What follows belongs to an exercise in optimizing a design on an open flow for small area; a production flow would make more cautious choices. Where RTL was checked, it was by simulation tests only, not by an equivalence proof against the original. Only the layout flow was run in run 2; the RTL was not checked for function there. No activity file was given, so power comes from the tool's default toggle rates.

===== flow/config.mk =====
export PLATFORM = sky130hd
export DESIGN_NAME = la_top
export DESIGN_NICKNAME = la_top
export VERILOG_FILES = /design/flow/design.v
export SDC_FILE = /design/flow/constraint.sdc
export NUM_CORES = 4
export LEC_CHECK = 0
export CAP_MARGIN = 20
export CORE_MARGIN = 2
export CORE_UTILIZATION = 40
export SLEW_MARGIN = 20

===== flow/constraint.sdc =====
create_clock -name core_clock -period 10.0 [get_ports {clk_i}]
set_input_delay 2.0000 -clock core_clock [delete_from_list [all_inputs] [get_ports {clk_i}]]
set_output_delay 2.0000 -clock core_clock [all_outputs]
set_load 0.01 [all_outputs]

===== flow/design.v =====
`default_nettype none
`timescale 1ns/10ps
package la_pkg;
  localparam int CNT_WIDTH = 8;
  typedef enum logic [1:0] {
    OP_NOP     = 2'd0,   
    OP_SET_CNT = 2'd1,   
    OP_RUN     = 2'd2    
  } la_op_e;
  typedef struct packed {
    la_op_e                 op;        
    logic [CNT_WIDTH-1:0]   dly_cnt;   
    logic [CNT_WIDTH-1:0]   rd_cnt;    
  } la_cmd_t;
endpackage
`default_nettype wire
`default_nettype none
`timescale 1ns/10ps
module la_cmd_decoder (
  input  logic            clk_i,
  input  logic            rst_in,      
  input  logic            cmd_req_i,   
  input  la_pkg::la_cmd_t cmd_i,       
  output logic            cmd_ack_o,
  output logic            set_cnt_o,   
  output logic            run_o        
);
  logic new_cmd;
  assign new_cmd = cmd_req_i && !cmd_ack_o;
  always_ff @(posedge clk_i) begin
    if (!rst_in) begin
      cmd_ack_o <= 1'b0;
      set_cnt_o <= 1'b0;
      run_o     <= 1'b0;
    end else begin
      set_cnt_o <= new_cmd && (cmd_i.op == la_pkg::OP_SET_CNT);
      run_o     <= new_cmd && (cmd_i.op == la_pkg::OP_RUN);
      if (new_cmd) begin
        cmd_ack_o <= 1'b1;
      end else if (!cmd_req_i) begin
        cmd_ack_o <= 1'b0;   
      end
    end
  end
endmodule
`default_nettype wire
`default_nettype none
`timescale 1ns/10ps
module la_sample_buf #(
  parameter int SMPL_WIDTH   = 16,
  parameter int DEPTH_LOG2   = 8,
  parameter int PORT_LOG2    = 3,    
  parameter int QDEPTH       = 9
) (
  input  logic                         clk_i,
  input  logic                         rst_in,
  input  logic                         push_i,     
  input  logic [SMPL_WIDTH-1:0]        d_i,
  output logic                         empty_o,    
  input  logic                         rewind_i,   
  input  logic [la_pkg::CNT_WIDTH-1:0] rd_cnt_i,
  input  logic                         read_i,     
  output logic                         hit_o,      
  output logic [SMPL_WIDTH-1:0]        q_o
);
  localparam int DEPTH  = 2 ** DEPTH_LOG2;
  localparam int NPORT  = DEPTH >> PORT_LOG2;
  localparam int QCNT_W = $clog2(QDEPTH + 1);
  logic [DEPTH-1:0][SMPL_WIDTH-1:0]  ring;
  logic [QDEPTH-1:0][SMPL_WIDTH-1:0] que;      
  logic [QCNT_W-1:0]                 qcnt;
  logic [DEPTH_LOG2-1:0]             ptr;
  logic [SMPL_WIDTH-1:0]             qhead;
  logic                              wr;
  assign empty_o = (qcnt == '0);
  assign qhead   = que[qcnt - 1'b1];
  assign wr      = !empty_o && (ptr[PORT_LOG2-1:0] == '0);
  assign hit_o   = read_i && (ptr == '0);
  always_ff @(posedge clk_i) begin
    if (!rst_in) begin
      qcnt <= '0;
      ptr  <= '0;
    end else begin
      qcnt <= qcnt + QCNT_W'(push_i) - QCNT_W'(wr);
      if (rewind_i) begin
        ptr <= ptr + 1'b1 + DEPTH_LOG2'(rd_cnt_i);
      end else if (!(wr || hit_o)) begin
        ptr <= ptr + 1'b1;
      end
    end
  end
  always_ff @(posedge clk_i) begin
    if (push_i) begin
      que <= {que[QDEPTH-2:0], d_i};
    end
  end
  always_ff @(posedge clk_i) begin
    for (int i = 0; i < DEPTH; i++) begin
      if (i % (1 << PORT_LOG2) == 0 && wr && ptr[DEPTH_LOG2-1:PORT_LOG2] == (DEPTH_LOG2-PORT_LOG2)'(i >> PORT_LOG2)) begin
        ring[i] <= qhead;
      end else begin
        ring[i] <= ring[(i + DEPTH - 1) % DEPTH];
      end
    end
  end
  always_ff @(posedge clk_i) begin
    if (hit_o) begin
      q_o <= ring[DEPTH-1];
    end
  end
endmodule
`default_nettype wire
`default_nettype none
`timescale 1ns/10ps
module la_ctrl (
  input  logic                         clk_i,
  input  logic                         rst_in,
  input  logic                         set_cnt_i,   
  input  la_pkg::la_cmd_t              cmd_i,
  input  logic                         run_i,       
  input  logic                         stb_i,       
  input  logic                         empty_i,     
  input  logic                         hit_i,       
  input  logic                         tx_ack_i,
  output logic                         push_o,
  output logic                         rewind_o,
  output logic [la_pkg::CNT_WIDTH-1:0] rd_cnt_o,
  output logic                         read_o,
  output logic                         tx_req_o,
  output logic                         lsb_o,       
  output logic                         busy_o
);
  typedef enum logic [2:0] {
    IDLE,
    TRIG,      
    FLUSH,     
    FETCH,     
    REQ,       
    ACK_LOW    
  } state_e;
  state_e state;
  logic [la_pkg::CNT_WIDTH-1:0] cnt;
  logic [la_pkg::CNT_WIDTH-1:0] dly_cnt;
  logic [la_pkg::CNT_WIDTH-1:0] rd_cnt;
  assign rd_cnt_o = rd_cnt;
  assign busy_o   = (state != IDLE);
  assign push_o   = stb_i && ((state == IDLE) || (state == TRIG && cnt != '0));
  assign rewind_o = (state == FLUSH) && empty_i;
  assign read_o   = (state == FETCH) && (cnt != '0);
  always_ff @(posedge clk_i) begin
    if (!rst_in) begin
      state    <= IDLE;
      cnt      <= '0;
      tx_req_o <= 1'b0;
      lsb_o    <= 1'b0;
    end else begin
      case (state)
        IDLE: begin
          if (run_i) begin
            state <= TRIG;
            cnt   <= dly_cnt;
          end
        end
        TRIG: begin
          if (cnt == '0) begin
            state <= FLUSH;
          end else if (stb_i) begin
            cnt <= cnt - 1'b1;
          end
        end
        FLUSH: begin
          if (empty_i) begin
            state <= FETCH;
            cnt   <= rd_cnt;
          end
        end
        FETCH: begin
          if (cnt == '0) begin
            state <= IDLE;
          end else if (hit_i) begin
            cnt      <= cnt - 1'b1;
            tx_req_o <= 1'b1;
            lsb_o    <= 1'b0;
            state    <= REQ;
          end
        end
        REQ: begin
          if (tx_ack_i) begin
            tx_req_o <= 1'b0;
            state    <= ACK_LOW;
          end
        end
        ACK_LOW: begin
          if (!tx_ack_i) begin
            if (!lsb_o) begin
              lsb_o    <= 1'b1;
              tx_req_o <= 1'b1;
              state    <= REQ;
            end else begin
              state <= FETCH;
            end
          end
        end
        default: state <= IDLE;
      endcase
    end
  end
  always_ff @(posedge clk_i) begin
    if (!rst_in) begin
      dly_cnt <= la_pkg::CNT_WIDTH'(1);
      rd_cnt  <= la_pkg::CNT_WIDTH'(1);
    end else if (set_cnt_i) begin
      dly_cnt <= cmd_i.dly_cnt;
      rd_cnt  <= cmd_i.rd_cnt;
    end
  end
endmodule
`default_nettype wire
`default_nettype none
`timescale 1ns/10ps
module la_tx_serializer #(
  parameter int SMPL_WIDTH = 16,
  parameter int TX_WIDTH   = 8
) (
  input  logic [SMPL_WIDTH-1:0] d_i,
  input  logic                  lsb_i,
  output logic [TX_WIDTH-1:0]   tx_o
);
  assign tx_o = lsb_i ? d_i[TX_WIDTH-1:0] : d_i[SMPL_WIDTH-1 -: TX_WIDTH];
endmodule
`default_nettype wire
`default_nettype none
`timescale 1ns/10ps
module la_top #(
  parameter int SMPL_WIDTH = 16,
  parameter int TX_WIDTH   = 8,
  parameter int DEPTH_LOG2 = 8
) (
  input  logic                  clk_i,
  input  logic                  rst_in,
  input  logic                  cmd_req_i,
  input  logic [17:0]           cmd_i,      
  output logic                  cmd_ack_o,
  input  logic                  smpl_stb_i,
  input  logic [SMPL_WIDTH-1:0] smpl_i,
  output logic                  tx_req_o,
  input  logic                  tx_ack_i,
  output logic [TX_WIDTH-1:0]   tx_o,
  output logic                  busy_o
);
  logic                         set_cnt;
  logic                         run;
  logic                         push;
  logic                         empty;
  logic                         rewind;
  logic [la_pkg::CNT_WIDTH-1:0] rd_cnt;
  logic                         read;
  logic                         hit;
  logic [SMPL_WIDTH-1:0]        buf_q;
  logic                         lsb;
  la_cmd_decoder la_cmd_decoder_i (
    .clk_i     (clk_i),
    .rst_in    (rst_in),
    .cmd_req_i (cmd_req_i),
    .cmd_i     (cmd_i),
    .cmd_ack_o (cmd_ack_o),
    .set_cnt_o (set_cnt),
    .run_o     (run)
  );
  la_ctrl la_ctrl_i (
    .clk_i     (clk_i),
    .rst_in    (rst_in),
    .set_cnt_i (set_cnt),
    .cmd_i     (cmd_i),       
    .run_i     (run),
    .stb_i     (smpl_stb_i),
    .empty_i   (empty),
    .hit_i     (hit),
    .tx_ack_i  (tx_ack_i),
    .push_o    (push),
    .rewind_o  (rewind),
    .rd_cnt_o  (rd_cnt),
    .read_o    (read),
    .tx_req_o  (tx_req_o),
    .lsb_o     (lsb),
    .busy_o    (busy_o)
  );
  la_sample_buf #(
    .SMPL_WIDTH (SMPL_WIDTH),
    .DEPTH_LOG2 (DEPTH_LOG2)
  ) la_sample_buf_i (
    .clk_i    (clk_i),
    .rst_in   (rst_in),
    .push_i   (push),
    .d_i      (smpl_i),
    .empty_o  (empty),
    .rewind_i (rewind),
    .rd_cnt_i (rd_cnt),
    .read_i   (read),
    .hit_o    (hit),
    .q_o      (buf_q)
  );
  la_tx_serializer #(
    .SMPL_WIDTH (SMPL_WIDTH),
    .TX_WIDTH   (TX_WIDTH)
  ) la_tx_serializer_i (
    .d_i   (buf_q),
    .lsb_i (lsb),
    .tx_o  (tx_o)
  );
endmodule
`default_nettype wire

===== flow/run.sh =====
#!/bin/bash
# synth_recipe.tcl (not shown) runs the flow's synth.tcl, then flattens the netlist and writes it again
# the make line also repeats each setting of config.mk as NAME=value (left out here)
make -C /OpenROAD-flow-scripts/flow DESIGN_CONFIG=/design/flow/config.mk WORK_HOME=/design/flow/orfs CLKGATE_MAP_FILE= SYNTH_SCRIPT=/design/flow/synth_recipe.tcl finish

==> run_results.csv, run 1 <==
group,metric,value,unit
outcome,outcome,"no timing/DRC/antenna violations",
logic_synthesis,synth-main-ff-cell,"dfxtp_1",
clock_network,cts.sinks,4300,
sta,timing.hold.ws,0.270,ns
sta,max_freq,199,MHz
die,start_util,40.2,%
routing,routed_wirelength,145000,um
sta,tns,0,ns
clock_network,cts.path.max_buffers,4,
sta,timing_hold_violations_final,0,
finish,final_cells,9709,
place,dp.final_hpwl,74400,um
setup_path,critPathBufInv,1,
routing,ant_nets,0,
finish,fin_nets,6285,
sta,period_minus_slack,5.02,ns
routing,wl_per_cell,14.9,um
pwr,leakage,45.2,nW
sta,period_share,50.2,%
finish,final_layout_size_suffix_gt1_share,11.7,%
routing,drt-initial-drc-count,2018,
finish,fin_util,47.4,%
setup_path,worstSetupPathType,"reg2out",
sta,setup_viol,0,
die,dieArea,246000,um2
global_route,grt_pass1_wl,230000,um
die,fp.dieH,496,um
finish,syn2layout_area_growth,17.8,%
sta,layout_setup_ws,4.98,ns
die,ioPinCount,50,
setup_path,start_kind,"flip-flop",
setup_path,arrival,3.02,ns
clock_network,htreeDepth,5,
min_path,worstHoldPathType,"reg2reg",
clock_network,clkLatencyLatePin,0.96,ns
setup_path,crit_family,"flip-flops",
place,io_buffers,49,
clock_network,post_cts_resized,0,
sta,relSlewSlack,21.2,%
routing,avgViaCountPerCell,4.08,
clock_network,clk_pin_slew,0.06,ns
setup_path,path_max_fanout,10,
die,placeableCoreArea,241000,um2
pwr,p_total,37.5,mW
global_route,gr-total-overflow,0,
clock_network,cts_tree,"yes",
place,gp_congestion,0.802,
clock_network,cts_setup_buffers,0,
die,die_w,496,um
global_route,grt_usage,11.9,%
setup_path,slowest_stage,"dfxtp_1",
clock_network,cts_buffers,389,
setup_path,path_cells,"mux2_2, clkdlybuf4s50_1",
clock_network,cts_hold_buf,0,
finish,post-route-cell-area,114000,um2
sta,worst_slew_pin_slew,1.18,ns
place,post_dp_cell_area,101000,um2
setup_path,end_kind,"output pin",
die,num_rows,180,
sta,rsz0062_at_grt,"no",
place,pre_cts_ws,5.37,ns
flow_run,drv_cap,0,
logic_synthesis,synth.ff_latch_count,4300,
logic_synthesis,synthTopCellsByArea,"dfxtp_1 86%, edfxtp_1 5.0%, mux2i_1 1.5%",
logic_synthesis,synth_nets,5957,
global_route,antenna_found_initial,8,
routing,drt_first_pass_iters,5,
pwr,vdd_drop_max,0.000262,V
pwr,power_density,329,nW/um2
logic_synthesis,synth_top_area_share,85.7,%
logic_synthesis,yosysSeqAreaShare,90.7,%
logic_synthesis,ys_async_sr_fraction,0,%
global_route,first_global_vias,40900,
logic_synthesis,synth-edff-count,160,
setup_path,cp.required,8.00,ns
place,dpl.cell_count,9018,
logic_synthesis,yosysWarnings,3,
sta,slew_violations,0,
logic_synthesis,synthesis.instances,5896,
logic_synthesis,synth.distinct_cells,71,
routing,remaining_drc_errors,0,
logic_synthesis,yosys.area.top_type,"dfxtp_1",
global_route,grt_max_degree,103,
clock_network,cts_root_buf,"clkbuf_16",
sta,clock_skew,0.0690,ns
logic_synthesis,avgSynthCellArea,16.4,um2
setup_path,max_stage_delay,1.07,ns
logic_synthesis,synthesis.area,96700,um2
routing,dr_total_vias,39600,
[placed cells by master (no fill, tap or decap), types with 6 or more instances in the layout]
cell type	count
dfxtp_1	4139
clkbuf_16	393
nand2_1	264
nor2_1	217
o21ai_0	213
a21oi_1	211
edfxtp_1	160
inv_1	149
mux2i_1	146
clkbuf_8	88
clkbuf_1	76
clkinv_2	71
clkdlybuf4s50_1	49
buf_4	49
mux4_2	32
bufinv_16	27
ha_1	20
nand3_1	16
a21oi_4	16
xnor2_1	13
clkinvlp_4	13
a211oi_1	10
nor3_2	9
mux2_2	8
nand2b_1	7
nor2b_1	7
inv_6	7
nor3_1	6
[area by class of cell]
| type | instances | area, um2 |
|---|---|---|
| Clock inverter | 128 | 1420 |
| Multi-Input combinational cell | 1283 | 8010 |
| Clock buffer | 558 | 11300 |
| Fill cell | 20300 | 127000 |
| Inverter | 149 | 559 |
| Sequential cell | 4300 | 87700 |
| Timing Repair Buffer | 101 | 896 |
| Antenna cell | 5 | 12.5 |
| Tap cell | 3185 | 3990 |
[power breakdown]
group | internal, mW | switching, mW | total, mW
combinational | 0.755 | 2.59 | 3.35
clock | 8.56 | 5.92 | 14.5
sequential | 19.1 | 0.549 | 19.7
total | 28.5 | 9.07 | 37.5
[worst reg2reg max path: stages (launching register included)]
cell and delay, ns:
dfxtp_2 0.33, buf_4 0.56, a21boi_2 0.15, xnor2_2 0.24, buf_4 0.22, and4_2 0.23, buf_4 0.28, a21oi_4 0.98
buf_4 0.57, o21ai_0 0.18
[kinds of logic after synthesis]
group,after synthesis,synth area share [%]
DFF,4300,90.7
muxes,186,2.35
and+or+nand+nor,574,2.51
AOI/OAI and AO/OA,483,2.65
xor gates and xnor gates,18,0.171
adders and majority gates,22,0.300
buffers and inverters,313,1.32
[cell usage after synthesis, types with 7 or more instances]
cell / number
o21ai_0: 213
mux2i_1: 146
nor2_1: 218
a21oi_1: 226
mux4_2: 32
clkbuf_1: 84
nand2b_1: 7
ha_1: 20
nand3_1: 20
nand2_1: 266
xnor2_1: 13
dfxtp_1: 4140
mux2_2: 8
nor2b_1: 7
inv_1: 148
a211oi_1: 10
edfxtp_1: 160
buf_2: 67
clkbuf_2: 9
nor3_1: 15
[metal layers]
layer	track usage, %	part of all wire [%]
met1	17.1	51
met2	17.7	42
met3	2.64	4.2
met4	4.34	2.4
met5	0	0
[sequential cells by signal (all words and copies together) (netlist names)]
register                    cells
la_ctrl_i.cnt                   8
la_ctrl_i.state                 3
la_sample_buf_i.que           144
la_sample_buf_i.q_o            16
la_sample_buf_i.qcnt            4
la_ctrl_i.lsb_o                 1
la_cmd_decoder_i.cmd_ack_o      1
la_ctrl_i.rd_cnt                8
la_cmd_decoder_i.set_cnt_o      1
la_ctrl_i.tx_req_o              1
la_cmd_decoder_i.run_o          1
la_ctrl_i.dly_cnt               8
la_sample_buf_i.ring         4096
la_sample_buf_i.ptr             8
[worst paths after layout]
path | slack, ns | endpoint | from | cells after the start
setup / recovery | 4.98 | tx_o[5] | la_ctrl_i.lsb_o | 2
hold / removal | 0.27 | la_sample_buf_i.ring[77] | la_sample_buf_i.ring[61] | 0
setup reg to reg | 6.07 | la_sample_buf_i.ring[3338] | la_sample_buf_i.qcnt[0] | 9
hold reg to reg | 0.27 | la_sample_buf_i.ring[77] | la_sample_buf_i.ring[61] | 0
==> run 2, diff against run 1 <==
--- a/flow/design.v
+++ b/flow/design.v
@@ -47,10 +47,10 @@
 `default_nettype none
 `timescale 1ns/10ps
 module la_sample_buf #(
-  parameter int SMPL_WIDTH   = 16,
-  parameter int DEPTH_LOG2   = 8,
-  parameter int PORT_LOG2    = 3,    
-  parameter int QDEPTH       = 9
+  parameter int SMPL_WIDTH = 16,
+  parameter int TX_WIDTH   = 8,
+  parameter int DEPTH_LOG2 = 8,
+  parameter int PORT_LOG2  = 3
 ) (
   input  logic                         clk_i,
   input  logic                         rst_in,
@@ -60,44 +60,54 @@
   input  logic                         rewind_i,   
   input  logic [la_pkg::CNT_WIDTH-1:0] rd_cnt_i,
   input  logic                         read_i,     
+  input  logic                         lsb_i,      
   output logic                         hit_o,      
-  output logic [SMPL_WIDTH-1:0]        q_o
+  output logic [TX_WIDTH-1:0]          q_o
 );
-  localparam int DEPTH  = 2 ** DEPTH_LOG2;
-  localparam int NPORT  = DEPTH >> PORT_LOG2;
-  localparam int QCNT_W = $clog2(QDEPTH + 1);
-  logic [DEPTH-1:0][SMPL_WIDTH-1:0]  ring;
-  logic [QDEPTH-1:0][SMPL_WIDTH-1:0] que;      
-  logic [QCNT_W-1:0]                 qcnt;
-  logic [DEPTH_LOG2-1:0]             ptr;
-  logic [SMPL_WIDTH-1:0]             qhead;
-  logic                              wr;
-  assign empty_o = (qcnt == '0);
-  assign qhead   = que[qcnt - 1'b1];
+  localparam int DEPTH = 2 ** DEPTH_LOG2;
+  localparam int NDLY  = 2 ** PORT_LOG2;
+  logic [DEPTH-1:0][SMPL_WIDTH-1:0] ring;
+  logic [NDLY-1:0][SMPL_WIDTH-1:0]  dly;        
+  logic [NDLY-1:0]                  pend;       
+  logic [DEPTH_LOG2-1:0]            ptr;
+  logic [SMPL_WIDTH-1:0]            wdata;
+  logic [NDLY-1:0]                  take;       
+  logic                             wr;
+  logic [SMPL_WIDTH-1:0]            tap;
+  assign empty_o = (pend == '0);
   assign wr      = !empty_o && (ptr[PORT_LOG2-1:0] == '0);
   assign hit_o   = read_i && (ptr == '0);
+  assign tap     = ring[DEPTH-1];
+  always_comb begin
+    take  = '0;
+    wdata = dly[NDLY-1];
+    for (int k = 0; k < NDLY; k++) begin
+      if (pend[k]) begin
+        take  = NDLY'(1) << k;
+        wdata = dly[k];
+      end
+    end
+  end
   always_ff @(posedge clk_i) begin
     if (!rst_in) begin
-      qcnt <= '0;
+      pend <= '0;
       ptr  <= '0;
     end else begin
-      qcnt <= qcnt + QCNT_W'(push_i) - QCNT_W'(wr);
+      pend <= {pend[NDLY-2:0] & ~(take[NDLY-2:0] & {(NDLY-1){wr}}), push_i};
       if (rewind_i) begin
         ptr <= ptr + 1'b1 + DEPTH_LOG2'(rd_cnt_i);
-      end else if (!(wr || hit_o)) begin
+      end else if (!(wr || (hit_o && lsb_i))) begin
         ptr <= ptr + 1'b1;
       end
     end
   end
   always_ff @(posedge clk_i) begin
-    if (push_i) begin
-      que <= {que[QDEPTH-2:0], d_i};
-    end
+    dly <= {dly[NDLY-2:0], d_i};
   end
   always_ff @(posedge clk_i) begin
     for (int i = 0; i < DEPTH; i++) begin
-      if (i % (1 << PORT_LOG2) == 0 && wr && ptr[DEPTH_LOG2-1:PORT_LOG2] == (DEPTH_LOG2-PORT_LOG2)'(i >> PORT_LOG2)) begin
-        ring[i] <= qhead;
+      if (i % NDLY == 0 && wr && ptr[DEPTH_LOG2-1:PORT_LOG2] == (DEPTH_LOG2-PORT_LOG2)'(i / NDLY)) begin
+        ring[i] <= wdata;
       end else begin
         ring[i] <= ring[(i + DEPTH - 1) % DEPTH];
       end
@@ -105,7 +115,7 @@
   end
   always_ff @(posedge clk_i) begin
     if (hit_o) begin
-      q_o <= ring[DEPTH-1];
+      q_o <= lsb_i ? tap[TX_WIDTH-1:0] : tap[SMPL_WIDTH-1 -: TX_WIDTH];
     end
   end
 endmodule
@@ -146,7 +156,7 @@
   assign busy_o   = (state != IDLE);
   assign push_o   = stb_i && ((state == IDLE) || (state == TRIG && cnt != '0));
   assign rewind_o = (state == FLUSH) && empty_i;
-  assign read_o   = (state == FETCH) && (cnt != '0);
+  assign read_o   = (state == FETCH) && (cnt != '0);   
   always_ff @(posedge clk_i) begin
     if (!rst_in) begin
       state    <= IDLE;
@@ -172,15 +182,17 @@
           if (empty_i) begin
             state <= FETCH;
             cnt   <= rd_cnt;
+            lsb_o <= 1'b0;
           end
         end
         FETCH: begin
           if (cnt == '0) begin
             state <= IDLE;
           end else if (hit_i) begin
-            cnt      <= cnt - 1'b1;
+            if (lsb_o) begin
+              cnt <= cnt - 1'b1;
+            end
             tx_req_o <= 1'b1;
-            lsb_o    <= 1'b0;
             state    <= REQ;
           end
         end
@@ -192,13 +204,8 @@
         end
         ACK_LOW: begin
           if (!tx_ack_i) begin
-            if (!lsb_o) begin
-              lsb_o    <= 1'b1;
-              tx_req_o <= 1'b1;
-              state    <= REQ;
-            end else begin
-              state <= FETCH;
-            end
+            lsb_o <= !lsb_o;
+            state <= FETCH;
           end
         end
         default: state <= IDLE;
@@ -219,14 +226,12 @@
 `default_nettype none
 `timescale 1ns/10ps
 module la_tx_serializer #(
-  parameter int SMPL_WIDTH = 16,
-  parameter int TX_WIDTH   = 8
+  parameter int TX_WIDTH = 8
 ) (
-  input  logic [SMPL_WIDTH-1:0] d_i,
-  input  logic                  lsb_i,
-  output logic [TX_WIDTH-1:0]   tx_o
+  input  logic [TX_WIDTH-1:0] d_i,
+  output logic [TX_WIDTH-1:0] tx_o
 );
-  assign tx_o = lsb_i ? d_i[TX_WIDTH-1:0] : d_i[SMPL_WIDTH-1 -: TX_WIDTH];
+  assign tx_o = d_i;
 endmodule
 `default_nettype wire
 `default_nettype none
@@ -256,7 +261,7 @@
   logic [la_pkg::CNT_WIDTH-1:0] rd_cnt;
   logic                         read;
   logic                         hit;
-  logic [SMPL_WIDTH-1:0]        buf_q;
+  logic [TX_WIDTH-1:0]          buf_q;     
   logic                         lsb;
   la_cmd_decoder la_cmd_decoder_i (
     .clk_i     (clk_i),
@@ -287,6 +292,7 @@
   );
   la_sample_buf #(
     .SMPL_WIDTH (SMPL_WIDTH),
+    .TX_WIDTH   (TX_WIDTH),
     .DEPTH_LOG2 (DEPTH_LOG2)
   ) la_sample_buf_i (
     .clk_i    (clk_i),
@@ -297,16 +303,15 @@
     .rewind_i (rewind),
     .rd_cnt_i (rd_cnt),
     .read_i   (read),
+    .lsb_i    (lsb),
     .hit_o    (hit),
     .q_o      (buf_q)
   );
   la_tx_serializer #(
-    .SMPL_WIDTH (SMPL_WIDTH),
-    .TX_WIDTH   (TX_WIDTH)
+    .TX_WIDTH (TX_WIDTH)
   ) la_tx_serializer_i (
-    .d_i   (buf_q),
-    .lsb_i (lsb),
-    .tx_o  (tx_o)
+    .d_i  (buf_q),
+    .tx_o (tx_o)
   );
 endmodule
 `default_nettype wire
--- a/flow/config.mk
+++ b/flow/config.mk
@@ -8,4 +8,5 @@
 export CAP_MARGIN = 20
 export CORE_MARGIN = 2
 export CORE_UTILIZATION = 40
+export CTS_BUF_LIST = sky130_fd_sc_hd__clkbuf_8
 export SLEW_MARGIN = 20
==> run 2 against run 1 <==
  * Combinational power shrank 74%
  * Still clean
  * Sequential share of layout area shrank 0.13 points
  * Highest routed layer is now met5
  * Final cell count shrank 1.9%
  * Largest power group unchanged
  * Routed wire length grew 3.6%
  * Sequential power shrank 8%
  * Clock power shrank about 10%
==> run_results.csv, run 2 <==
group,metric,value,unit
pwr,combPwrFrac,2.7,%
sta,rsz0062_at_grt,"no",
pwr,swShare,21.3,%
die,placeableCoreArea,236000,um2
logic_synthesis,synth-edff-count,8,
die,ioPinCount,50,
finish,reg_top3,"la_sample_buf_i.ring x4096, la_sample_buf_i.dly x128",
logic_synthesis,yosysMostFrequentCell,"dfxtp_1",
finish,final_common_cell,"dfxtp_1",
global_route,first_global_vias,39800,
pwr,p_int,25.2,mW
routing,wl_per_cell,15.8,um
clock_network,cts_hold_buf,0,
setup_path,worstSetupPathType,"reg2out",
finish,nFillCells,19900,
sta,setup_viol,0,
clock_network,post_cts_resized,0,
logic_synthesis,synthesis.area,95100,um2
sta,tns,0,ns
clock_network,clkLatencyLatePin,1.04,ns
sta,relSlewSlack,18.4,%
setup_path,path_max_fanout,20,
min_path,worstHoldPathType,"reg2reg",
pwr,power_frac_seq,56.6,%
logic_synthesis,synth.distinct_cells,66,
die,die_w,492,um
die,num_rows,178,
sta,timing_hold_violations_final,0,
place,io_buffers,49,
pwr,vdd_drop_max,0.000173,V
global_route,antenna_found_initial,18,
logic_synthesis,yosysWarnings,3,
routing,drt_first_pass_iters,5,
routing,avgViaCountPerCell,3.98,
clock_network,cts_root_buf,"clkbuf_8",
sta,worst_slew_pin_slew,1.22,ns
finish,regMostFlops,"la_sample_buf_i.ring",
sta,slew_violations,0,
die,dieArea,242000,um2
place,gp_congestion,0.715,
logic_synthesis,synth_top_area_share,89.9,%
clock_network,cts_tree,"yes",
logic_synthesis,synthTopCellsByCount,"4,272 x dfxtp_1, 519 x mux2_2, 51 x clkbuf_1, 49 x buf_2, 41 x nor2_1",
logic_synthesis,yosysSeqAreaShare,90.2,%
clock_network,cts.sinks,4280,
logic_synthesis,avgSynthCellArea,17.8,um2
routing,top_layer,"met5",
clock_network,cts.path.max_buffers,4,
logic_synthesis,synthTopCellsByArea,"dfxtp_1 90%, mux2_2 6.1%, mux2i_1 0.38%",
place,dp.final_hpwl,81200,um
pwr,switching_power,6.83,mW
die,start_util,40.3,%
routing,remaining_drc_errors,0,
global_route,grt_pass1_wl,230000,um
clock_network,cts_buffers,620,
sta,max_freq,212,MHz
setup_path,end_kind,"output pin",
global_route,gr-total-overflow,0,
logic_synthesis,ys_async_sr_fraction,0,%
sta,period_share,47.3,%
routing,drt-initial-drc-count,1808,
pwr,power_density,287,nW/um2
sta,clock_skew,0.0731,ns
clock_network,cts_setup_buffers,0,
routing,routed-wl-met3,7870,um
global_route,grt_usage,12.4,%
finish,final_layout_size_suffix_gt1_share,22.8,%
logic_synthesis,yosys.area.top_type,"dfxtp_1",
pwr,leakage,45.9,nW
finish,fin_util,47.3,%
die,fp.dieH,492,um
clock_network,clk_pin_slew,0.06,ns
clock_network,htreeDepth,6,
finish,largest_reg_flops,4096,
finish,layout_common_cells,"4,272 x dfxtp_1, 762 x clkbuf_8, 519 x mux2_2",
finish,syn2layout_area_growth,17.4,%
routing,ant_nets,0,
flow_run,drv_cap,0,
global_route,grt_max_degree,36,
logic_synthesis,synth-main-ff-cell,"dfxtp_1",
outcome,outcome,"no timing/DRC/antenna violations",
pwr,clkPwrFrac,40.7,%
setup_path,cp.required,8.00,ns
logic_synthesis,synth_nets,5396,
logic_synthesis,synthesis.instances,5344,
setup_path,start_kind,"flip-flop",
routing,routed_wirelength,150000,um
sta,period_minus_slack,4.73,ns
logic_synthesis,synth.ff_latch_count,4280,
setup_path,arrival,2.73,ns
routing,dr_total_vias,37900,
routing,drt-met1-wl,74400,um
finish,fin_nets,5970,
routing,dr_wl_met2,63300,um
## run 2: cell count changes in the layout (fill, tap and decap cells not counted), moves of 32 or more
cell       before   now
a21oi_1       211     9
mux4_2         32     0
nor2_1        217    40
edfxtp_1      160     8
nand2_1       264    24
clkbuf_16     393     0
clkbuf_8       88   762
mux2i_1       146    36
clkbuf_1       76     0
inv_1         149   230
o21ai_0       213    28
mux2_2          8   519
dfxtp_1      4139  4272
## run 2: cell type report
| type | count | area [um2] | share of cell area (%) |
|---|---|---|---|
| Antenna cell | 9 | 22.5 | 0.0202 |
| Clock buffer | 762 | 10500 | 9.40 |
| Clock inverter | 308 | 1550 | 1.39 |
| Inverter | 12 | 45.0 | 0.0404 |
| Multi-Input combinational cell | 924 | 9000 | 8.07 |
| Sequential cell | 4280 | 85800 | 76.9 |
| Tap cell | 3150 | 3940 | 3.53 |
| Timing Repair Buffer | 80 | 781 | 0.700 |
## run 2: final timing paths
kind | startpoint | to | slack [ns] | depth (start not counted)
max | la_ctrl_i.state[2] | busy_o | 5.27 | 3
min | la_sample_buf_i.ring[3023] | la_sample_buf_i.ring[3039] | 0.27 | 0
max reg2reg | la_sample_buf_i.pend[7] | la_sample_buf_i.ring[2696] | 5.83 | 6
min reg2reg | la_sample_buf_i.ring[3023] | la_sample_buf_i.ring[3039] | 0.27 | 0
## run 2: layer usage
| layer | GRT usage, % | up-vias |
|---|---|---|
| met1 | 17.2 | 18200 |
| li1 | - | 18600 |
| met5 | 0 | - |
| met3 | 3.51 | 329 |
| met4 | 5.60 | 2 |
| met2 | 17.9 | 834 |
## run 2: cells by family (layout without fill, tap and decap cells)
| kind of cell | Yosys count | after routing | synth area share [%] |
|---|---|---|---|
| flip-flops | 4280 | 4280 | 90.2 |
| multiplexers | 557 | 557 | 6.55 |
| AND/OR/NAND/NOR | 190 | 190 | 1.11 |
| AO/OA/AOI/OAI | 152 | 152 | 1.16 |
| buffers and inverters | 140 | 1162 | 0.690 |
| adder cells (fa/ha/maj) | 13 | 13 | 0.179 |
| XOR/XNOR | 12 | 12 | 0.111 |
| other | 0 | 9 | 0 |
## run 2: power by group through the flow
stage	sequential, mW	clock [mW]	combinational, mW
after global routing	18.2	14.2	0.930
after global placement	18.5	0	0.862
final	18.2	13.0	0.865
after CTS	18.2	13.5	0.885
after detailed placement	18.5	0	0.880
after floorplan	18.4	0	0.475
## run 2: stage by stage
stage / cell area (um2) / hold slack, ns / cells / power (mW) / worst slack [ns]
final: 112000 / 0.274 / 9525 / 32.1 / 5.27
after global routing: 112000 / 0.279 / 9519 / 33.4 / 5.15
after CTS: 112000 / 0.271 / 9516 / 32.5 / 5.15
after detailed placement: 99500 / 0.312 / 8446 / 19.4 / 5.81
after global placement: 99400 / 0.310 / 8441 / 19.4 / 5.85
after floorplan: 95100 / 0.310 / 5344 / 18.9 / 6.98
## run 2: worst max-delay path: stages (launching register included)
cell and delay (ns):
dfxtp_1 0.75, nor2_1 0.15, nand2_1 0.21, clkdlybuf4s50_1 0.57
==> run 3, diff against run 2 <==
--- a/flow/design.v
+++ b/flow/design.v
@@ -67,21 +67,23 @@
   localparam int DEPTH = 2 ** DEPTH_LOG2;
   localparam int NDLY  = 2 ** PORT_LOG2;
   logic [DEPTH-1:0][SMPL_WIDTH-1:0] ring;
-  logic [NDLY-1:0][SMPL_WIDTH-1:0]  dly;        
-  logic [NDLY-1:0]                  pend;       
+  logic [NDLY-2:0][SMPL_WIDTH-1:0]  dly;        
+  logic [NDLY-2:0]                  pend;       
   logic [DEPTH_LOG2-1:0]            ptr;
   logic [SMPL_WIDTH-1:0]            wdata;
-  logic [NDLY-1:0]                  take;       
+  logic [NDLY-2:0]                  take;       
   logic                             wr;
+  logic                             busy;
   logic [SMPL_WIDTH-1:0]            tap;
   assign empty_o = (pend == '0);
-  assign wr      = !empty_o && (ptr[PORT_LOG2-1:0] == '0);
+  assign busy    = !empty_o || push_i;
+  assign wr      = busy && (ptr[PORT_LOG2-1:0] == '0);
   assign hit_o   = read_i && (ptr == '0);
   assign tap     = ring[DEPTH-1];
   always_comb begin
     take  = '0;
-    wdata = dly[NDLY-1];
-    for (int k = 0; k < NDLY; k++) begin
+    wdata = d_i;
+    for (int k = 0; k < NDLY - 1; k++) begin
       if (pend[k]) begin
         take  = NDLY'(1) << k;
         wdata = dly[k];
@@ -93,7 +95,8 @@
       pend <= '0;
       ptr  <= '0;
     end else begin
-      pend <= {pend[NDLY-2:0] & ~(take[NDLY-2:0] & {(NDLY-1){wr}}), push_i};
+      pend <= {pend[NDLY-3:0] & ~(take[NDLY-3:0] & {(NDLY-2){wr}}),
+               push_i && !(wr && empty_o)};
       if (rewind_i) begin
         ptr <= ptr + 1'b1 + DEPTH_LOG2'(rd_cnt_i);
       end else if (!(wr || (hit_o && lsb_i))) begin
@@ -102,7 +105,7 @@
     end
   end
   always_ff @(posedge clk_i) begin
-    dly <= {dly[NDLY-2:0], d_i};
+    dly <= {dly[NDLY-3:0], d_i};
   end
   always_ff @(posedge clk_i) begin
     for (int i = 0; i < DEPTH; i++) begin
--- a/flow/config.mk
+++ b/flow/config.mk
@@ -8,5 +8,7 @@
 export CAP_MARGIN = 20
 export CORE_MARGIN = 2
 export CORE_UTILIZATION = 40
-export CTS_BUF_LIST = sky130_fd_sc_hd__clkbuf_8
+export CTS_BUF_LIST = sky130_fd_sc_hd__clkbuf_16
+export CTS_CLUSTER_DIAMETER = 80
+export CTS_CLUSTER_SIZE = 30
 export SLEW_MARGIN = 20
==> run 3 against run 2 <==
  * Still clean on timing, DRC and antenna
  * Clock power is 41% lower
  * Combinational power up 72%
  * Worst hold slack gained 0.041 ns
  * Sequential power increased by 4%
  * Final cell count shrank 4.2%
  * Cell area decreased by 8.0%
  * Routed wire length down 14%
  * Sequential cell count down 17
  * Non-clock buffer count rose by 15
  * Utilization decreased by 3.3 points
  * Count of clock-buffer cells in the layout fell by 596
  * Total power is 13% lower
  * Critical path type unchanged
  * Largest power group unchanged
  * Highest routed layer is now met4
==> run_results.csv, run 3 <==
group,metric,value,unit
outcome,outcome,"no timing/DRC/antenna violations",
routing,wl_per_cell,14.2,um
global_route,grt.busiest_layer,"met1",
die,num_rows,177,
clock_network,post_cts_resized,0,
sta,period_share,43.5,%
global_route,first_global_vias,36600,
finish,reg_top3,"la_sample_buf_i.ring x4096, la_sample_buf_i.dly x112",
clock_network,cts_hold_buf,0,
logic_synthesis,synth-main-ff-cell,"dfxtp_1",
logic_synthesis,synth_top_area_share,90.8,%
sta,rsz0062_at_grt,"no",
setup_path,arrival,2.35,ns
clock_network,clkLatencyLatePin,0.82,ns
die,dieArea,238000,um2
pwr,power_density,273,nW/um2
global_route,met2_usage,15.9,%
routing,remaining_drc_errors,0,
die,ioPinCount,50,
flow_run,drv_cap,0,
setup_path,start_kind,"flip-flop",
finish,post-route-cell-area,103000,um2
clock_network,htreeDepth,4,
logic_synthesis,synth.ff_latch_count,4263,
setup_path,cp.required,8.00,ns
sta,timing_hold_violations_final,0,
logic_synthesis,synthTopCellsByArea,"dfxtp_1 91%, o21ai_0 2.6%, nand2_1 2.1%",
sta,relSlewSlack,30.1,%
sta,worst_slew_pin_slew,1.05,ns
routing,drt_first_pass_iters,4,
die,start_util,40.3,%
logic_synthesis,synthesis.area,93800,um2
logic_synthesis,synthesis.instances,5893,
setup_path,path_max_fanout,20,
global_route,met1_usage,16.3,%
logic_synthesis,synth-edff-count,8,
routing,routed_wirelength,129000,um
setup_path,end_kind,"output pin",
pwr,vdd_drop_max,0.000188,V
finish,regMostFlops,"la_sample_buf_i.ring",
logic_synthesis,synth.distinct_cells,62,
place,pre_cts_ws,5.07,ns
die,fp.dieH,488,um
min_path,worstHoldPathType,"reg2reg",
finish,final_layout_size_suffix_gt1_share,5.36,%
routing,ant_nets,0,
global_route,grt_max_degree,37,
sta,layout_setup_ws,5.65,ns
global_route,antenna_found_initial,10,
logic_synthesis,synth_nets,5945,
logic_synthesis,avgSynthCellArea,15.9,um2
logic_synthesis,synthTopCellsByCount,"4,255 x dfxtp_1, 531 x nand2_1, 492 x o21ai_0, 127 x clkbuf_1, 59 x buf_2",
routing,avgViaCountPerCell,4.08,
sta,setup_viol,0,
place,dp.final_hpwl,67900,um
global_route,gr-total-overflow,0,
finish,fin_nets,6014,
logic_synthesis,yosysSeqAreaShare,91.0,%
finish,layout_common_cells,"4,255 x dfxtp_1, 530 x nand2_1, 492 x o21ai_0",
place,io_buffers,49,
global_route,grt_pass1_wl,205000,um
clock_network,cts_tree,"yes",
sta,tns,0,ns
finish,largest_reg_flops,4096,
pwr,leakage,39.5,nW
pwr,p_total,28.0,mW
setup_path,worstSetupPathType,"reg2out",
clock_network,cts_buffers,162,
sta,period_minus_slack,4.35,ns
global_route,met3_usage,2.10,%
place,gp_congestion,0.745,
finish,syn2layout_area_growth,9.35,%
logic_synthesis,yosys.area.top_type,"dfxtp_1",
logic_synthesis,ys_async_sr_fraction,0,%
place,post_dp_cell_area,98100,um2
die,placeableCoreArea,233000,um2
logic_synthesis,yosysWarnings,3,
routing,dr_total_vias,37200,
sta,slew_violations,0,
sta,max_freq,230,MHz
sta,timing.hold.ws,0.315,ns
logic_synthesis,yosysMostFrequentCell,"dfxtp_1",
clock_network,cts_root_buf,"clkbuf_16",
clock_network,cts_setup_buffers,0,
clock_network,cts.sinks,4263,
global_route,grt_usage,10.9,%
clock_network,cts.path.max_buffers,3,
finish,final_common_cell,"dfxtp_1",
routing,drt-initial-drc-count,2134,
clock_network,clk_pin_slew,0.10,ns
sta,clock_skew,0.0266,ns
die,die_w,488,um
## run 3: cell types whose count changed after synthesis, moves of 23 or more
cell | before | now
o211ai_2 | 0 | 28
nand2_1 | 24 | 531
o21ai_0 | 28 | 492
clkbuf_1 | 51 | 127
o21ai_1 | 0 | 29
a21oi_1 | 9 | 32
mux2_2 | 519 | 24
## run 3: cells by family after synthesis
group | Yosys count | share of synthesized area [%]
flip-flops | 4263 | 91.0
AO/OA/AOI/OAI | 692 | 4.29
AND/OR/NAND/NOR | 668 | 3.00
buffers and inverters | 202 | 0.895
multiplexers | 44 | 0.501
adder cells (fa/ha/maj) | 13 | 0.181
XOR/XNOR | 11 | 0.103
## run 3: layout make-up
cell class                      count  area (um2)
Inverter                           12        45.0
Sequential cell                  4263       85400
Multi-Input combinational cell   1428        7970
Timing Repair Buffer               95         847
Clock inverter                     22         241
Clock buffer                      166        4150
Tap cell                         3132        3920
Fill cell                       20600      130000
Antenna cell                        7        17.5
## run 3: critical path, stage by stage, from the launching register on
cell	delay (ns)
dfxtp_1	0.79
or3_1	0.21
clkdlybuf4s50_1	0.53
## run 3: power breakdown
part	leakage (nW)	total [mW]	internal [mW]	switching (mW)
logic	2.78	1.49	0.350	1.14
registers	34.5	18.9	18.4	0.463
clock network	2.17	7.69	3.05	4.64
## run 3: worst paths after layout
kind	startpoint	to	slack (ns)	cells after the start
min reg2reg	la_sample_buf_i.ring[3910]	la_sample_buf_i.ring[3926]	0.32	0
max reg2reg	la_sample_buf_i.pend[0]	la_sample_buf_i.ring[133]	6.70	7
min	la_sample_buf_i.ring[3910]	la_sample_buf_i.ring[3926]	0.32	0
max	la_ctrl_i.state[0]	busy_o	5.65	2
## run 3: per-layer routing
layer | part of all wire (%) | wire length, um
met4 | 2.3 | 2940
met3 | 3.6 | 4660
met5 | 0 | 0
met1 | 53 | 68400
met2 | 41 | 53200
## run 3: stage by stage
stage	utilization (%)	std cells
finish	44.0	9125
global route	44.0	9120
CTS	44.0	9117
detailed placement	42.1	8929
global placement	42.1	8928
floorplan	-	5893
==> run 4, diff against run 3 <==
==> flow/config.mk (replaced) <==
export PLATFORM = sky130hd
export DESIGN_NAME = la_top
export DESIGN_NICKNAME = la_top
export VERILOG_FILES = /design/flow/design.v
export SDC_FILE = /design/flow/constraint.sdc
export NUM_CORES = 4
export LEC_CHECK = 0
export CAP_MARGIN = 20
export CORE_MARGIN = 2
export CORE_UTILIZATION = 65
export CTS_BUF_LIST = sky130_fd_sc_hd__clkbuf_8
export CTS_CLUSTER_DIAMETER = 60
export CTS_CLUSTER_SIZE = 20
export PLACE_DENSITY = 0.75
export SLEW_MARGIN = 20
==> run 4 against run 3 <==
  * Register-to-register slack improved by 0.04 ns
  * Sequential power about the same
  * Via count increased by 1.4%
  * Largest power group unchanged
==> run_results.csv, run 4 <==
group,metric,value,unit
logic_synthesis,synth-edff-count,8,
min_path,hold_start,"la_sample_buf_i.ring[1443]",
finish,nFillCells,8892,
clock_network,cts_tree,"yes",
finish,final_layout_size_suffix_gt1_share,6.58,%
sta,slew_violations,0,
setup_path,worstSetupPathType,"reg2out",
finish,final_common_cell,"dfxtp_1",
finish,regMostFlops,"la_sample_buf_i.ring",
global_route,first_global_vias,38000,
die,start_util,65.4,%
min_path,min_delay_path_depth,0,
min_path,worstHoldPathType,"reg2reg",
routing,avgViaCountPerCell,4.74,
setup_path,path_max_fanout,20,
die,placeableCoreArea,143000,um2
setup_path,reg2reg_depth,6,
pwr,p_total,27.1,mW
clock_network,cts.path.max_buffers,3,
global_route,grt_pass1_wl,215000,um
global_route,grt_usage,19.1,%
sta,period_minus_slack,4.74,ns
sta,clock_skew,0.0428,ns
routing,drt_first_pass_iters,5,
logic_synthesis,synth_nets,5945,
finish,fin_nets,6092,
clock_network,cts_buffers,232,
outcome,outcome,"no timing/DRC/antenna violations",
global_route,grt_max_degree,37,
logic_synthesis,synth_top_area_share,90.8,%
logic_synthesis,yosysSeqAreaShare,91.0,%
global_route,gr-total-overflow,0,
place,dpl.cell_count,7709,
sta,setup_viol,0,
clock_network,post_cts_resized,0,
die,die_w,384,um
place,gp_congestion,0.745,
min_path,hold_end,"la_sample_buf_i.ring[1459]",
setup_path,arrival,2.74,ns
setup_path,startpoint,"la_ctrl_i.state[2]",
clock_network,cts_root_buf,"clkbuf_8",
place,dp.final_hpwl,76100,um
routing,wl_per_cell,17.5,um
clock_network,cts_setup_buffers,0,
clock_network,cts.sinks,4263,
flow_run,drv_cap,0,
routing,routed_wirelength,140000,um
setup_path,r2r-start,"la_sample_buf_i.pend[6]",
setup_path,start_kind,"flip-flop",
finish,reg_top3,"la_sample_buf_i.ring x4096, la_sample_buf_i.dly x112",
pwr,power_density,271,nW/um2
setup_path,worstReg2RegEnd,"la_sample_buf_i.pend[2]",
place,io_buffers,49,
finish,final_cells,7971,
logic_synthesis,synthesis.instances,5893,
sta,max_freq,211,MHz
logic_synthesis,synthTopCellsByArea,"dfxtp_1 91%, o21ai_0 2.6%, nand2_1 2.1%",
setup_path,end_kind,"output pin",
sta,worst_slew_pin_slew,1.09,ns
sta,period_share,47.4,%
pwr,leakage,39.1,nW
sta,rsz0062_at_grt,"no",
finish,syn2layout_area_growth,6.72,%
sta,tns,0,ns
routing,dr_total_vias,37700,
routing,remaining_drc_errors,0,
logic_synthesis,synthesis.area,93800,um2
clock_network,htreeDepth,4,
global_route,antenna_found_initial,12,
logic_synthesis,yosysMostFrequentCell,"dfxtp_1",
finish,layout_common_cells,"4,254 x dfxtp_1, 530 x nand2_1, 492 x o21ai_0",
pwr,vdd_drop_max,0.000214,V
setup_path,r2r_slack,6.74,ns
logic_synthesis,synth-main-ff-cell,"dfxtp_1",
sta,timing_hold_violations_final,0,
logic_synthesis,yosys.area.top_type,"dfxtp_1",
die,dieArea,147000,um2
clock_network,clkLatencyLatePin,0.96,ns
setup_path,cp.required,8.00,ns
clock_network,cts_hold_buf,0,
routing,drt-initial-drc-count,2360,
logic_synthesis,avgSynthCellArea,15.9,um2
routing,ant_nets,0,
clock_network,clk_pin_slew,0.11,ns
die,ioPinCount,50,
die,num_rows,139,
logic_synthesis,yosysWarnings,3,
logic_synthesis,synth.ff_latch_count,4263,
finish,largest_reg_flops,4096,
logic_synthesis,synth.distinct_cells,62,
die,fp.dieH,384,um
logic_synthesis,ys_async_sr_fraction,0,%
logic_synthesis,synthTopCellsByCount,"4,255 x dfxtp_1, 531 x nand2_1, 492 x o21ai_0, 127 x clkbuf_1, 59 x buf_2",
sta,relSlewSlack,27.0,%
## run 4: power breakdown
part           internal, mW  switching [mW]  leakage [nW]
Combinational         0.359            1.21          2.82
Sequential             18.4           0.469          34.5
Clock                  2.18            4.53          1.80
Total                  20.9            6.21          39.1
## run 4: cells by family (layout without fill, tap and decap cells)
family	count (synthesis)	count (layout)	share of synthesized area, %
AND/OR/NAND/NOR	668	668	3.00
flip-flops	4263	4263	91.0
AO/OA/AOI/OAI	692	692	4.29
buffers and inverters	202	372	0.895
adder cells (fa/ha/maj)	13	13	0.181
other	0	5	0
multiplexers	44	44	0.501
XOR/XNOR	11	11	0.103
## run 4: worst max-delay path by stage
stage                                 endpoint  slack (ns)  depth (start not counted)
floorplan              la_sample_buf_i.pend[2]        6.48                          5
global placement    la_sample_buf_i.ring[1679]        5.17                          7
detailed placement  la_sample_buf_i.ring[3343]        4.98                          7
CTS                                     busy_o        5.19                          2
global route                            busy_o        5.15                          2
finish                                  busy_o        5.26                          2
## run 4: through the flow
step | hold slack (ns) | util [%] | cell area, um2 | setup WS [ns]
finish | 0.304 | 69.8 | 100000 | 5.26
detailed placement | 0.312 | 67.3 | 96600 | 4.98
global placement | 0.310 | 67.3 | 96600 | 5.17
CTS | 0.298 | 69.7 | 100000 | 5.19
global route | 0.305 | 69.8 | 100000 | 5.15
floorplan | 0.310 | - | 93800 | 6.48
## run 4: cell type report
| cell class | instances | area, um2 | area share, % |
|---|---|---|---|
| Tap cell | 1903 | 2380 | 2.38 |
| Sequential cell | 4263 | 85400 | 85.3 |
| Inverter | 12 | 45.0 | 0.0450 |
| Clock inverter | 16 | 115 | 0.115 |
| Timing Repair Buffer | 103 | 903 | 0.902 |
| Antenna cell | 5 | 12.5 | 0.0125 |
| Multi-Input combinational cell | 1428 | 7940 | 7.93 |
| Clock buffer | 241 | 3320 | 3.31 |
## run 4: critical path, cell delays in order, from the launching register on
cell	delay, ns
dfxtp_1	0.82
or3_1	0.37
clkdlybuf4s50_1	0.59
## run 4: metal layers
metal	wire length, um	up-vias	global-route usage, %
met1	70300	18100	28.4
met3	5390	235	3.42
li1	-	18900	-
met2	60800	556	28.9
met5	0	-	0
met4	3290	0	5.95
==> run 5, diff against run 4 <==
==> flow/flow/run.sh (new file) <==
#!/bin/bash
set -euo pipefail
export CTS_ARGS="-sink_clustering_enable -repair_clock_nets -sink_clustering_size 20 -sink_clustering_max_diameter 60 -buf_list sky130_fd_sc_hd__clkbuf_8 -dont_use_dummy_load"
export BUFFER_PORTS_ARGS="-buffer_cell sky130_fd_sc_hd__buf_1"
bash standard.sh > standard.log 2>&1
==> flow/standard.sh (new file) <==
#!/bin/bash
# synth_recipe.tcl (not shown) runs the flow's synth.tcl, then flattens the netlist and writes it again
# the make line also repeats each setting of config.mk as NAME=value (left out here)
make -C /OpenROAD-flow-scripts/flow DESIGN_CONFIG=/design/flow/config.mk WORK_HOME=/design/flow/orfs CLKGATE_MAP_FILE= SYNTH_SCRIPT=/design/flow/synth_recipe.tcl "${@:-finish}"
removed: flow/run.sh
==> run 5 against run 4 <==
  * Critical endpoint unchanged
  * Utilization is 0.39 points lower
  * Final cell count fell by 0.34%
  * Clock power down 3%
  * Combinational power hardly changed
==> run_results.csv, run 5 <==
group,metric,value,unit
finish,nFillCells,9012,
clock_network,cts_root_buf,"clkbuf_8",
finish,final_cells,7944,
logic_synthesis,synthTopCellsByCount,"4,255 x dfxtp_1, 531 x nand2_1, 492 x o21ai_0, 127 x clkbuf_1, 59 x buf_2",
min_path,hold_end,"la_sample_buf_i.ring[2156]",
setup_path,crit_family,"flip-flops",
logic_synthesis,synth_nets,5945,
sta,period_share,43.1,%
finish,syn2layout_area_growth,6.12,%
flow_run,drv_cap,0,
clock_network,cts_buffers,231,
finish,largest_reg_flops,4096,
logic_synthesis,synth_top_area_share,90.8,%
global_route,grt_usage,19.2,%
clock_network,cts_hold_buf,0,
setup_path,end_kind,"output pin",
place,gp_congestion,0.734,
outcome,outcome,"no timing/DRC/antenna violations",
setup_path,worstReg2RegEnd,"la_sample_buf_i.pend[2]",
setup_path,slowest_stage,"dfxtp_1",
clock_network,clk_pin_slew,0.11,ns
global_route,antenna_found_initial,13,
logic_synthesis,synthesis.area,93800,um2
sta,rsz0062_at_grt,"no",
pwr,leakage,38.8,nW
min_path,min_delay_path_depth,0,
finish,multiInputGateArea,7950,um2
routing,remaining_drc_errors,0,
logic_synthesis,yosysMostFrequentCell,"dfxtp_1",
setup_path,start_kind,"flip-flop",
logic_synthesis,avgSynthCellArea,15.9,um2
sta,period_minus_slack,4.31,ns
logic_synthesis,synth-main-ff-cell,"dfxtp_1",
setup_path,max_stage_delay,0.83,ns
die,dieArea,147000,um2
finish,layout_common_cells,"4,255 x dfxtp_1, 530 x nand2_1, 492 x o21ai_0",
clock_network,clkLatencyLatePin,0.98,ns
finish,final_common_cell,"dfxtp_1",
setup_path,r2r_slack,6.77,ns
setup_path,path_depth,2,
logic_synthesis,synthTopCellsByArea,"dfxtp_1 91%, o21ai_0 2.6%, nand2_1 2.1%",
logic_synthesis,yosysWarnings,3,
setup_path,arrival,2.31,ns
global_route,first_global_vias,38100,
logic_synthesis,yosys.area.top_type,"dfxtp_1",
setup_path,r2r-start,"la_sample_buf_i.pend[0]",
setup_path,critPathBufInv,1,
place,dpl.cell_count,7709,
pwr,vdd_drop_max,0.000199,V
sta,clock_skew,0.0463,ns
routing,dr_total_vias,37700,
sta,max_freq,232,MHz
finish,fin_nets,6091,
clock_network,htreeDepth,4,
clock_network,cts_tree,"yes",
sta,worst_slew_pin_slew,1.01,ns
sta,tns,0,ns
min_path,worstHoldPathType,"reg2reg",
die,die_w,384,um
logic_synthesis,synth.distinct_cells,62,
sta,timing_hold_violations_final,0,
logic_synthesis,synth.ff_latch_count,4263,
finish,ff_latch_area,85400,um2
finish,regMostFlops,"la_sample_buf_i.ring",
global_route,grt_max_degree,37,
sta,setup_viol,0,
min_path,hold_start,"la_sample_buf_i.ring[2140]",
routing,drt-initial-drc-count,2414,
die,fp.dieH,384,um
logic_synthesis,synthesis.instances,5893,
sta,slew_violations,0,
clock_network,post_cts_resized,0,
setup_path,worstSetupPathType,"reg2out",
logic_synthesis,ys_async_sr_fraction,0,%
global_route,gr-total-overflow,0,
pwr,power_density,270,nW/um2
clock_network,cts.sinks,4263,
setup_path,reg2reg_depth,6,
clock_network,cts.path.max_buffers,3,
routing,routed_wirelength,140000,um
die,start_util,65.4,%
setup_path,path_max_fanout,20,
die,num_rows,139,
die,placeableCoreArea,143000,um2
sta,relSlewSlack,32.3,%
routing,ant_nets,0,
finish,final_layout_size_suffix_gt1_share,6.21,%
place,dp.final_hpwl,76200,um
logic_synthesis,yosysSeqAreaShare,91.0,%
finish,fin_util,69.4,%
setup_path,path_cells,"or3_1, buf_1",
logic_synthesis,synth-edff-count,8,
finish,reg_top3,"la_sample_buf_i.ring x4096, la_sample_buf_i.dly x112",
setup_path,cp.required,8.00,ns
clock_network,cts_setup_buffers,0,
die,ioPinCount,50,
routing,avgViaCountPerCell,4.75,
place,io_buffers,49,
global_route,grt_pass1_wl,216000,um
routing,wl_per_cell,17.6,um
routing,drt_first_pass_iters,5,
## run 5: cell counts after synthesis
No cell type changed its count.
## run 5: area by class of cell
type,count,share of cell area [%]
sequential,4263,85.8
multi-input combinational,1428,7.99
clock buffer,231,3.19
tap,1903,2.39
timing repair buffer,103,0.593
inverter,12,0.0452
antenna,4,0.0101
## run 5: worst max path at each step
stage                                  start                    endpoint  slack (ns)
final                     la_ctrl_i.state[2]                      busy_o        5.69
after global routing      la_ctrl_i.state[2]                      busy_o        5.52
after CTS                 la_ctrl_i.state[2]                      busy_o        5.57
after detailed placement          smpl_stb_i  la_sample_buf_i.ring[1536]        5.47
after global placement            smpl_stb_i     la_sample_buf_i.pend[2]        5.67
after floorplan                   smpl_stb_i     la_sample_buf_i.pend[2]        6.48
## run 5: cells by family (layout without fill, tap and decap cells)
| logic type | Yosys count | count (layout) | share of synthesized area, % |
|---|---|---|---|
| flip-flops | 4263 | 4263 | 91.0 |
| AO/OA/AOI/OAI | 692 | 692 | 4.29 |
| AND/OR/NAND/NOR | 668 | 668 | 3.00 |
| buffers and inverters | 202 | 346 | 0.895 |
| multiplexers | 44 | 44 | 0.501 |
| adder cells (fa/ha/maj) | 13 | 13 | 0.181 |
| XOR/XNOR | 11 | 11 | 0.103 |
| other | 0 | 4 | 0 |
## run 5: where the power goes
| group | internal [mW] | switching [mW] |
|---|---|---|
| clock | 2.08 | 4.46 |
| sequential | 18.4 | 0.466 |
| combinational | 0.344 | 1.19 |
| total | 20.8 | 6.12 |
## run 5: worst reg2reg max path: stages (launching register included)
cell and delay (ns):
dfxtp_1 1.01, nor4_4 0.18, nand2_2 0.12, buf_4 0.69
o21bai_1 0.39, or3_1 0.45, o311a_1 0.30
## run 5: metal layers
metal | vias up | routed length, um | GRT usage (%)
li1 | 18800 | - | -
met1 | 18100 | 70100 | 28.5
met2 | 523 | 61100 | 29.5
met3 | 238 | 4940 | 3.01
met4 | 0 | 3360 | 5.91
met5 | - | 0 | 0
## run 5: through the flow
step / worst slack, ns / cell area, um2 / hold slack (ns) / power (mW)
after CTS: 5.57 / 99400 / 0.292 / 27.1
after floorplan: 6.48 / 93800 / 0.310 / 19.7
after global placement: 5.67 / 96200 / 0.310 / 20.7
after global routing: 5.52 / 99600 / 0.305 / 27.9
final: 5.69 / 99600 / 0.298 / 26.9
after detailed placement: 5.47 / 96300 / 0.312 / 20.7
==> run 6, diff against run 5 <==
--- a/flow/config.mk
+++ b/flow/config.mk
@@ -5,11 +5,11 @@
 export SDC_FILE = /design/flow/constraint.sdc
 export NUM_CORES = 4
 export LEC_CHECK = 0
-export CAP_MARGIN = 20
+export CAP_MARGIN = 0
 export CORE_MARGIN = 2
 export CORE_UTILIZATION = 65
 export CTS_BUF_LIST = sky130_fd_sc_hd__clkbuf_8
 export CTS_CLUSTER_DIAMETER = 60
 export CTS_CLUSTER_SIZE = 20
 export PLACE_DENSITY = 0.75
-export SLEW_MARGIN = 20
+export SLEW_MARGIN = 0
==> run 6 against run 5 <==
  * Highest routed layer is now met5
  * Final cell count about the same
  * Clock power about the same
  * Utilization decreased by 0.11 points
  * Largest cell class unchanged
  * First-iteration DRC count decreased by 9.9%
  * Synthesized area unchanged
  * Register-to-register slack got worse by 0.05 ns
  * Critical endpoint unchanged
  * Non-clock buffer count decreased by 2
  * Maximum frequency about the same
  * Still clean on timing, DRC and antenna
  * Global-route usage decreased by 0.11 points
==> run_results.csv, run 6 <==
group,metric,value,unit
finish,fin_util,69.3,%
flow_run,drv_cap,0,
logic_synthesis,synth.ff_latch_count,4263,
setup_path,start_kind,"flip-flop",
pwr,swShare,22.7,%
finish,post-route-cell-area,99400,um2
sta,timing_hold_violations_final,0,
global_route,gr-total-overflow,0,
finish,multiInputGateArea,7820,um2
finish,fin_nets,6089,
setup_path,arrival,2.32,ns
finish,layout_common_cells,"4,255 x dfxtp_1, 530 x nand2_1, 492 x o21ai_0",
pwr,power_density,271,nW/um2
logic_synthesis,synth_nets,5945,
logic_synthesis,synth.distinct_cells,62,
clock_network,cts.sinks,4263,
place,gp_congestion,0.734,
setup_path,path_max_fanout,20,
setup_path,worstReg2RegEnd,"la_sample_buf_i.ring[1536]",
routing,ant_nets,0,
global_route,first_global_vias,37900,
sta,max_freq,232,MHz
logic_synthesis,synth-main-ff-cell,"dfxtp_1",
routing,drt_first_pass_iters,5,
setup_path,r2r-start,"la_ctrl_i.cnt[4]",
min_path,hold_start,"la_sample_buf_i.ring[592]",
sta,setup_viol,0,
pwr,p_total,26.9,mW
sta,timing.hold.ws,0.310,ns
clock_network,cts_setup_buffers,0,
setup_path,cp.required,8.00,ns
pwr,leakage,38.9,nW
outcome,outcome,"no timing/DRC/antenna violations",
clock_network,clk_pin_slew,0.11,ns
pwr,combPwrFrac,5.6,%
die,placeableCoreArea,143000,um2
pwr,clkPwrFrac,24.3,%
logic_synthesis,synthesis.area,93800,um2
clock_network,clkLatencyLatePin,0.95,ns
finish,syn2layout_area_growth,5.96,%
die,ioPinCount,50,
clock_network,cts_root_buf,"clkbuf_8",
clock_network,cts_buffers,231,
logic_synthesis,synthTopCellsByCount,"4,255 x dfxtp_1, 531 x nand2_1, 492 x o21ai_0, 127 x clkbuf_1, 59 x buf_2",
place,dpl.cell_count,7707,
logic_synthesis,synthTopCellsByArea,"dfxtp_1 91%, o21ai_0 2.6%, nand2_1 2.1%",
sta,worst_slew_pin_slew,1.31,ns
routing,wl_per_cell,17.5,um
clock_network,cts.path.max_buffers,3,
routing,avgViaCountPerCell,4.74,
setup_path,worstSetupPathType,"reg2out",
place,post_dp_cell_area,96200,um2
sta,layout_setup_ws,5.68,ns
global_route,grt_usage,19.1,%
routing,drt-initial-drc-count,2174,
sta,relSlewSlack,12.6,%
die,fp.dieH,384,um
sta,period_minus_slack,4.32,ns
finish,ff_latch_area,85400,um2
logic_synthesis,synth-edff-count,8,
global_route,grt_pass1_wl,215000,um
die,dieArea,147000,um2
place,pre_cts_ws,5.45,ns
logic_synthesis,synthesis.instances,5893,
setup_path,end_kind,"output pin",
sta,clock_skew,0.0428,ns
finish,final_layout_size_suffix_gt1_share,6.15,%
pwr,vdd_drop_max,0.000217,V
min_path,worstHoldPathType,"reg2reg",
finish,reg_top3,"la_sample_buf_i.ring x4096, la_sample_buf_i.dly x112",
pwr,switching_power,6.10,mW
min_path,hold_end,"la_sample_buf_i.ring[608]",
finish,regMostFlops,"la_sample_buf_i.ring",
logic_synthesis,yosysSeqAreaShare,91.0,%
sta,rsz0062_at_grt,"no",
setup_path,r2r_slack,6.72,ns
place,dp.final_hpwl,75900,um
finish,nFillCells,9101,
clock_network,htreeDepth,4,
clock_network,cts_tree,"yes",
finish,final_common_cell,"dfxtp_1",
logic_synthesis,avgSynthCellArea,15.9,um2
pwr,p_int,20.8,mW
routing,dr_total_vias,37700,
logic_synthesis,ys_async_sr_fraction,0,%
finish,largest_reg_flops,4096,
die,start_util,65.4,%
sta,period_share,43.2,%
die,num_rows,139,
finish,final_cells,7941,
routing,remaining_drc_errors,0,
logic_synthesis,yosys.area.top_type,"dfxtp_1",
setup_path,reg2reg_depth,5,
min_path,min_delay_path_depth,0,
global_route,antenna_found_initial,12,
place,io_buffers,49,
sta,slew_violations,0,
pwr,power_frac_seq,70.1,%
sta,tns,0,ns
die,die_w,384,um
clock_network,post_cts_resized,0,
global_route,grt_max_degree,37,
routing,routed_wirelength,139000,um
logic_synthesis,yosysWarnings,3,
logic_synthesis,yosysMostFrequentCell,"dfxtp_1",
clock_network,cts_hold_buf,0,
logic_synthesis,synth_top_area_share,90.8,%
[run 6: changes by cell type in the layout (fill, tap and decap cells not counted), sizes merged]
| cell | delta |
|---|---|
| diode | -1 |
| buf | -2 |
[run 6: worst max-delay path by stage]
stage / start / endpoint / slack [ns]
finish: la_ctrl_i.state[2] / busy_o / 5.68
global route: la_ctrl_i.state[2] / busy_o / 5.55
CTS: la_ctrl_i.state[2] / busy_o / 5.58
detailed placement: smpl_stb_i / la_sample_buf_i.ring[1536] / 5.45
global placement: smpl_stb_i / la_sample_buf_i.pend[2] / 5.67
floorplan: smpl_stb_i / la_sample_buf_i.pend[2] / 6.48
[run 6: layout make-up]
cell class | instances | area share (%)
multi-input cells | 1428 | 7.87
well taps | 1903 | 2.39
inverters | 12 | 0.0453
repair buffers | 101 | 0.578
diodes | 3 | 0.00755
clock buffers | 231 | 3.20
flip-flops and latches | 4263 | 85.9
[run 6: power by group through the flow]
stage          combinational [mW]  sequential (mW)  clock, mW
3_3_place_gp                 1.49             19.2          0
6_report                     1.52             18.9       6.54
3_5_place_dp                 1.52             19.2          0
5_1_grt                      1.60             19.0       7.31
4_1_cts                      1.53             18.9       6.70
2_1_floorplan               0.747             19.0          0
[run 6: worst max-delay path, stage by stage, from the launching register on]
cell and delay (ns):
dfxtp_1 0.83, or3_1 0.36, buf_1 0.19
[run 6: cell families after synthesis]
| kind of cell | Yosys count | share of synthesized area [%] |
|---|---|---|
| DFF | 4263 | 91.0 |
| and+or+nand+nor | 668 | 3.00 |
| adders and majority gates | 13 | 0.181 |
| muxes | 44 | 0.501 |
| AOI/OAI and AO/OA | 692 | 4.29 |
| xor gates and xnor gates | 11 | 0.103 |
| buffers and inverters | 202 | 0.895 |
[run 6: metal layers]
layer,vias to the layer above,track usage [%],part of all wire [%]
met5,-,0,0.019
met4,4,6.17,2.6
met3,265,3.09,3.6
met2,544,29.0,43
met1,18000,28.4,50
li1,18800,-,-

[what the ideal ports hide]
In the flow no input, the clock included, has a driving cell. The finished layouts below were timed again as built, in two steps.
Step 1 (the two cells are an assumption about what drives the block):
set clk [get_ports {clk_i}]
set_driving_cell -lib_cell sky130_fd_sc_hd__clkbuf_16 $clk
set_driving_cell -lib_cell sky130_fd_sc_hd__buf_2 [delete_from_list [all_inputs] $clk]
Step 2, shift: input delay + t, output delay - t, t = (earliest + latest rising clock arrival at the registers) / 2. This alone moves slack from input paths to output paths.
a / b / c = ideal ports / drivers / drivers and shift; a / b = the first two.
| run | t (ns) | slack for setup (ns) | clock arrival spread, ns |
|---|---|---|---|
| run 1 | 1.008 | 4.978 / 4.885 / 5.418 | 0.098 / 0.097 |
| run 2 | 1.078 | 5.275 / 5.197 / 5.507 | 0.075 / 0.075 |
| run 3 | 0.895 | 5.648 / 5.564 / 4.976 | 0.028 / 0.028 |
| run 4 | 1.011 | 5.262 / 5.192 / 4.990 | 0.045 / 0.046 |
| run 5 | 1.017 | 5.686 / 5.615 / 5.311 | 0.060 / 0.060 |
| run 6 | 1.003 | 5.683 / 5.612 / 5.400 | 0.043 / 0.044 |
After both steps every run listed still meets setup and hold. The setup slack of run 3, which loses most, moves by -0.084 ns with the drivers and by -0.672 ns with both steps.
